This design comes from an exercise in tuning for small area on the open sky130 flow, not from production work. Where RTL was checked, it was by simulation tests only, not by an equivalence proof against the original. Power and IR drop assume default switching activity.

==> v1 <==
==> flow/design.v <==
`default_nettype none
package regfile_pkg;
   localparam int DEFAULT_WIDTH = 32;
   localparam int DEFAULT_DEPTH = 32;
   localparam int ZERO_REG      = 0;
   function automatic int calc_aw(input int depth);
      calc_aw = $clog2(depth);
   endfunction
endpackage
`default_nettype wire
`default_nettype none
module regfile_scoreboard
#(
   parameter  int DEPTH = regfile_pkg::DEFAULT_DEPTH
) (
   input  logic             clk,
   input  logic             reset,
   input  logic [DEPTH-1:1] w_dec,
   input  logic [DEPTH-1:1] iss_dec,
   output logic [DEPTH-1:0] busy_vec,
   output logic [DEPTH-1:1] b_keep,
   output logic             err
);
   logic [DEPTH-1:1] r_busy;
   logic             r_err;
   assign b_keep = r_busy & ~w_dec;
   always_ff @(posedge clk or posedge reset) begin
      if (reset) begin
         r_busy <= '0;
         r_err  <= 1'b0;
      end else begin
         r_busy <= b_keep | iss_dec;
         if (|(iss_dec & b_keep))
            r_err <= 1'b1;
      end
   end
   assign busy_vec = {r_busy, 1'b0};
   assign err      = r_err;
endmodule
`default_nettype wire
`default_nettype none
module regfile_sb
#(
   parameter  int WIDTH = regfile_pkg::DEFAULT_WIDTH,
   parameter  int DEPTH = regfile_pkg::DEFAULT_DEPTH,
   localparam int AW    = regfile_pkg::calc_aw(DEPTH)
) (
   input  logic             clk,
   input  logic             reset,
   input  logic             ra_en,
   input  logic [AW-1:0]    ra_addr,
   output logic [WIDTH-1:0] ra_data,
   output logic             ra_busy,
   input  logic             rb_en,
   input  logic [AW-1:0]    rb_addr,
   output logic [WIDTH-1:0] rb_data,
   output logic             rb_busy,
   input  logic             w_en,
   input  logic [AW-1:0]    w_addr,
   input  logic [WIDTH-1:0] w_data,
   input  logic             iss_en,
   input  logic [AW-1:0]    iss_addr,
   output logic             stall,
   output logic [DEPTH-1:0] busy_vec,
   output logic             err
);
   logic [DEPTH-1:1][WIDTH-1:0] r_data;    
   logic [DEPTH-1:1][WIDTH-1:0] r_next;
   logic [DEPTH-1:1]            r_vld;     
   logic [DEPTH-1:1]            w_dec;     
   logic [DEPTH-1:1]            w_hold;    
   logic [DEPTH-1:1]            iss_dec;
   logic [DEPTH-1:1]            b_keep;    
   logic [DEPTH-1:1]            ra_dec, rb_dec;
   logic [DEPTH-1:1]            ra_sel, rb_sel;
   logic [DEPTH-1:1]            v_rd;      
   logic [DEPTH-1:1]            b_rd;      
   logic                        ra_byp, rb_byp;
   always_comb begin
      for (int i = 1; i < DEPTH; i++) begin
         w_dec[i]  = w_en  && (w_addr  == AW'(i));
         ra_dec[i] = ra_en && (ra_addr == AW'(i));
         rb_dec[i] = rb_en && (rb_addr == AW'(i));
         iss_dec[i] = iss_en && (iss_addr == AW'(i));
      end
   end
   assign w_hold = ~w_dec;
   assign v_rd   = r_vld & ~w_dec;
   assign b_rd   = b_keep;
   assign ra_sel = ra_dec & v_rd;
   assign rb_sel = rb_dec & v_rd;
   for (genvar i = 1; i < DEPTH; i++) begin : g_row
      regfile_wrow #(
         .WIDTH (WIDTH)
      ) u_wrow (
         .we     (w_dec[i]),
         .hold   (w_hold[i]),
         .w_data (w_data),
         .q      (r_data[i]),
         .d      (r_next[i])
      );
   end
   always_ff @(posedge clk) begin
      r_data <= r_next;
   end
   always_ff @(posedge clk or posedge reset) begin
      if (reset)
         r_vld <= '0;
      else
         r_vld <= r_vld | w_dec;
   end
   regfile_scoreboard #(
      .DEPTH (DEPTH)
   ) u_scoreboard (
      .clk      (clk),
      .reset    (reset),
      .w_dec    (w_dec),
      .iss_dec  (iss_dec),
      .busy_vec (busy_vec),
      .b_keep   (b_keep),
      .err      (err)
   );
   assign ra_byp = ra_en && !reset && w_en && (w_addr == ra_addr) &&
                   (ra_addr != AW'(regfile_pkg::ZERO_REG));
   assign rb_byp = rb_en && !reset && w_en && (w_addr == rb_addr) &&
                   (rb_addr != AW'(regfile_pkg::ZERO_REG));
   regfile_rdport #(
      .WIDTH (WIDTH),
      .DEPTH (DEPTH)
   ) u_rda (
      .sel    (ra_sel),
      .byp    (ra_byp),
      .r_data (r_data),
      .w_data (w_data),
      .data   (ra_data)
   );
   regfile_rdport #(
      .WIDTH (WIDTH),
      .DEPTH (DEPTH)
   ) u_rdb (
      .sel    (rb_sel),
      .byp    (rb_byp),
      .r_data (r_data),
      .w_data (w_data),
      .data   (rb_data)
   );
   always_comb begin
      ra_busy = 1'b0;
      rb_busy = 1'b0;
      for (int i = 1; i < DEPTH; i++) begin
         ra_busy = ra_busy | (ra_dec[i] & b_rd[i]);
         rb_busy = rb_busy | (rb_dec[i] & b_rd[i]);
      end
   end
   assign stall = ra_busy | rb_busy;
endmodule
`default_nettype wire
`default_nettype none
module regfile_wrow
#(
   parameter  int WIDTH = regfile_pkg::DEFAULT_WIDTH
) (
   input  logic             we,
   input  logic             hold,
   input  logic [WIDTH-1:0] w_data,
   input  logic [WIDTH-1:0] q,
   output logic [WIDTH-1:0] d
);
   assign d = ({WIDTH{we}} & w_data) | ({WIDTH{hold}} & q);
endmodule
`default_nettype wire
`default_nettype none
module regfile_rdport
#(
   parameter  int WIDTH = regfile_pkg::DEFAULT_WIDTH,
   parameter  int DEPTH = regfile_pkg::DEFAULT_DEPTH,
   localparam int NT    = DEPTH,               
   localparam int NG    = (NT + 2) / 3
) (
   input  logic [DEPTH-1:1]            sel,
   input  logic                        byp,
   input  logic [DEPTH-1:1][WIDTH-1:0] r_data,
   input  logic [WIDTH-1:0]            w_data,
   output logic [WIDTH-1:0]            data
);
   logic [NT-1:0]            t_sel;
   logic [NT*WIDTH-1:0]      t_dat;
   logic [NG-1:0][WIDTH-1:0] g_n;
   assign t_sel = {sel, byp};
   assign t_dat = {r_data, w_data};
   for (genvar g = 0; g < NG; g++) begin : g_grp
      localparam int N = (NT - 3*g < 3) ? NT - 3*g : 3;
      regfile_aoi #(
         .WIDTH (WIDTH),
         .N     (N)
      ) u_aoi (
         .s   (t_sel[3*g +: N]),
         .d   (t_dat[3*g*WIDTH +: N*WIDTH]),
         .y_n (g_n[g])
      );
   end
   always_comb begin
      data = '0;
      for (int g = 0; g < NG; g++)
         data = data | ~g_n[g];
   end
endmodule
`default_nettype wire
`default_nettype none
module regfile_aoi
#(
   parameter  int WIDTH = regfile_pkg::DEFAULT_WIDTH,
   parameter  int N     = 3
) (
   input  logic [N-1:0]            s,
   input  logic [N*WIDTH-1:0]      d,
   output logic [WIDTH-1:0]        y_n
);
   always_comb begin
      y_n = '1;
      for (int k = 0; k < N; k++)
         y_n = y_n & ~({WIDTH{s[k]}} & d[k*WIDTH +: WIDTH]);
   end
endmodule
`default_nettype wire
==> flow/flow/run.sh <==
#!/bin/bash
# The standard layout (standard.sh: ORFS synthesis through finish), with two
# changes: every port gets the smallest buffer (buf_1) instead of the one
# buffer_ports picks by default, and CTS clusters more sinks per leaf buffer
# and inserts no dummy loads. make's full output goes to standard_flow.log;
# each ORFS step keeps its own log under orfs/logs/.
set -euo pipefail
bash standard.sh \
   "BUFFER_PORTS_ARGS=-buffer_cell sky130_fd_sc_hd__buf_1" \
   "CTS_ARGS=-sink_clustering_enable -repair_clock_nets -dont_use_dummy_load -sink_clustering_size 24 -sink_clustering_max_diameter 70" \
   finish > standard_flow.log 2>&1
==> flow/standard.sh <==
#!/bin/bash
# synth_recipe.tcl (not shown) runs the flow's synth.tcl, then flattens the netlist and writes it again
# the make line also repeats each setting of config.mk as NAME=value (left out here)
make -C /OpenROAD-flow-scripts/flow DESIGN_CONFIG=/design/flow/config.mk WORK_HOME=/design/flow/orfs CLKGATE_MAP_FILE= SYNTH_SCRIPT=/design/flow/synth_recipe.tcl "${@:-finish}"
==> flow/config.mk <==
export PLATFORM = sky130hd
export DESIGN_NAME = regfile_sb
export DESIGN_NICKNAME = regfile_sb
export VERILOG_FILES = /design/flow/design.v
export SDC_FILE = /design/flow/constraint.sdc
export NUM_CORES = 4
export LEC_CHECK = 0
export CAP_MARGIN = 20
export CORE_MARGIN = 2
export CORE_UTILIZATION = 40
export SLEW_MARGIN = 20
export SYNTH_HIERARCHICAL = 1
==> flow/constraint.sdc <==
create_clock -name core_clock -period 8.0 [get_ports {clk}]
set_input_delay 1.6000 -clock core_clock [delete_from_list [all_inputs] [get_ports {clk}]]
set_output_delay 1.6000 -clock core_clock [all_outputs]
set_load 0.01 [all_outputs]
==> v31 (differences from v1) <==
--- a/flow/design.v
+++ b/flow/design.v
@@ -185,15 +185,22 @@
 );
-   logic [NT-1:0]            t_sel;
-   logic [NT*WIDTH-1:0]      t_dat;
-   logic [NG-1:0][WIDTH-1:0] g_n;
-   assign t_sel = {sel, byp};
-   assign t_dat = {r_data, w_data};
+   logic [3*NG-1:0]            t_sel;
+   logic [3*NG-1:0][WIDTH-1:0] t_dat;
+   logic [NG-1:0][WIDTH-1:0]   g_n;
+   always_comb begin
+      t_sel = '0;
+      t_dat = '0;
+      t_sel[0] = byp;
+      t_dat[0] = w_data;
+      for (int i = 1; i < DEPTH; i++) begin
+         t_sel[i] = sel[i];
+         t_dat[i] = r_data[i];
+      end
+   end
    for (genvar g = 0; g < NG; g++) begin : g_grp
-      localparam int N = (NT - 3*g < 3) ? NT - 3*g : 3;
-      regfile_aoi #(
-         .WIDTH (WIDTH),
-         .N     (N)
+      regfile_aoi3 #(
+         .WIDTH (WIDTH)
       ) u_aoi (
-         .s   (t_sel[3*g +: N]),
-         .d   (t_dat[3*g*WIDTH +: N*WIDTH]),
+         .s0 (t_sel[3*g]),   .d0 (t_dat[3*g]),
+         .s1 (t_sel[3*g+1]), .d1 (t_dat[3*g+1]),
+         .s2 (t_sel[3*g+2]), .d2 (t_dat[3*g+2]),
          .y_n (g_n[g])
@@ -209,17 +216,16 @@
 `default_nettype none
-module regfile_aoi
-#(
-   parameter  int WIDTH = regfile_pkg::DEFAULT_WIDTH,
-   parameter  int N     = 3
-) (
-   input  logic [N-1:0]            s,
-   input  logic [N*WIDTH-1:0]      d,
-   output logic [WIDTH-1:0]        y_n
-);
-   always_comb begin
-      y_n = '1;
-      for (int k = 0; k < N; k++)
-         y_n = y_n & ~({WIDTH{s[k]}} & d[k*WIDTH +: WIDTH]);
-   end
-endmodule
-`default_nettype wire
+module regfile_aoi3
+#(
+   parameter  int WIDTH = regfile_pkg::DEFAULT_WIDTH
+) (
+   input  logic             s0,
+   input  logic [WIDTH-1:0] d0,
+   input  logic             s1,
+   input  logic [WIDTH-1:0] d1,
+   input  logic             s2,
+   input  logic [WIDTH-1:0] d2,
+   output logic [WIDTH-1:0] y_n
+);
+   assign y_n = ~(({WIDTH{s0}} & d0) | ({WIDTH{s1}} & d1) | ({WIDTH{s2}} & d2));
+endmodule
+`default_nettype wire
==> flow/run.sh (new file) <==
#!/bin/bash
# synth_recipe.tcl (not shown) runs the flow's synth.tcl, then flattens the netlist and writes it again
# the make line also repeats each setting of config.mk as NAME=value (left out here)
make -C /OpenROAD-flow-scripts/flow DESIGN_CONFIG=/design/flow/config.mk WORK_HOME=/design/flow/orfs CLKGATE_MAP_FILE= SYNTH_SCRIPT=/design/flow/synth_recipe.tcl finish
--- a/flow/config.mk
+++ b/flow/config.mk
@@ -9,3 +9,4 @@
 export CORE_MARGIN = 2
-export CORE_UTILIZATION = 40
+export CORE_UTILIZATION = 55
+export CTS_BUF_LIST = sky130_fd_sc_hd__clkbuf_4 sky130_fd_sc_hd__clkbuf_8
 export SLEW_MARGIN = 20
removed: flow/flow/run.sh
removed: flow/standard.sh
==> v15 (differences from v1) <==
==> flow/flow/run.sh (replaced) <==
#!/bin/bash
# The standard layout (standard.sh: ORFS synthesis through finish), with three
# changes: every port gets the smallest buffer (buf_1) instead of the one
# buffer_ports picks by default; CTS clusters up to 24 sinks per leaf buffer
# and inserts no dummy loads; and after global routing the resizer downsizes
# gates that have timing slack to spare (RECOVER_POWER). make's full output
# goes to standard_flow.log; each ORFS step keeps its own log under orfs/logs/.
set -euo pipefail
bash standard.sh \
   "BUFFER_PORTS_ARGS=-buffer_cell sky130_fd_sc_hd__buf_1" \
   "CTS_ARGS=-sink_clustering_enable -repair_clock_nets -dont_use_dummy_load -sink_clustering_size 24 -sink_clustering_max_diameter 70" \
   RECOVER_POWER=100 \
   finish > standard_flow.log 2>&1
==> run summary <==
v31 completed without violations. v1 passed the timing, DRC and antenna checks. v15 finished but failed the layout checks on max-capacitance violations, max-slew violations.
Clock skew: v15 is higher than v31 (0.0012 ns).
The highest final cell count belongs to v15, the lowest to v31.
Synthesized cell count: v31 is larger than v1 (about 0.2%).
Against v31, the count of clock-buffer cells in the layout of v15 is lower by 220.
Against v1, the die area of v31 is lower by about 27%.
Sequential cell count is the same in v31 and v1.
The lowest power belongs to v15, the highest to v31.
Against v31, the cell area of v1 is smaller by 7.1%.
Clock power: v1 is smaller than v31 (43%).
Function not checked in v31: the RTL went through the layout flow alone.

-- re-timing with driven ports --
No port has a modelled driver above. Below, the same layouts with a new extraction and two added sets of constraints.
Step 1 sets driving cells, clkbuf_16 on the clock port and buf_2 on the other inputs (assumed; they add their load-dependent delay and slew).
Step 2, shift: input delay + t, output delay - t, t = (earliest + latest rising clock arrival at the registers) / 2. This alone moves slack from input paths to output paths.
Three values: ideal ports, drivers, drivers and shift; two values: the first two.
| run | t, ns | setup slack, ns | hold WS [ns] | worst slew at a driven data input, ns | pins driven straight from the clock port |
|---|---|---|---|---|---|
| v1 | 0.746 | 1.013 / 0.988 / 0.988 | 0.466 / 0.466 / 0.466 | 0.12 | 1 |
| v31 | 0.925 | 0.433 / 0.379 / 0.379 | 0.467 / 0.467 / 0.467 | 0.08 | 1 |
| v15 | 0.740 | 0.691 / 0.668 / 0.292 | 0.466 / 0.466 / 0.466 | 0.12 | 1 |
For v15, which loses most, drivers alone change the setup slack by -0.023 ns; drivers and shift together by -0.399 ns.
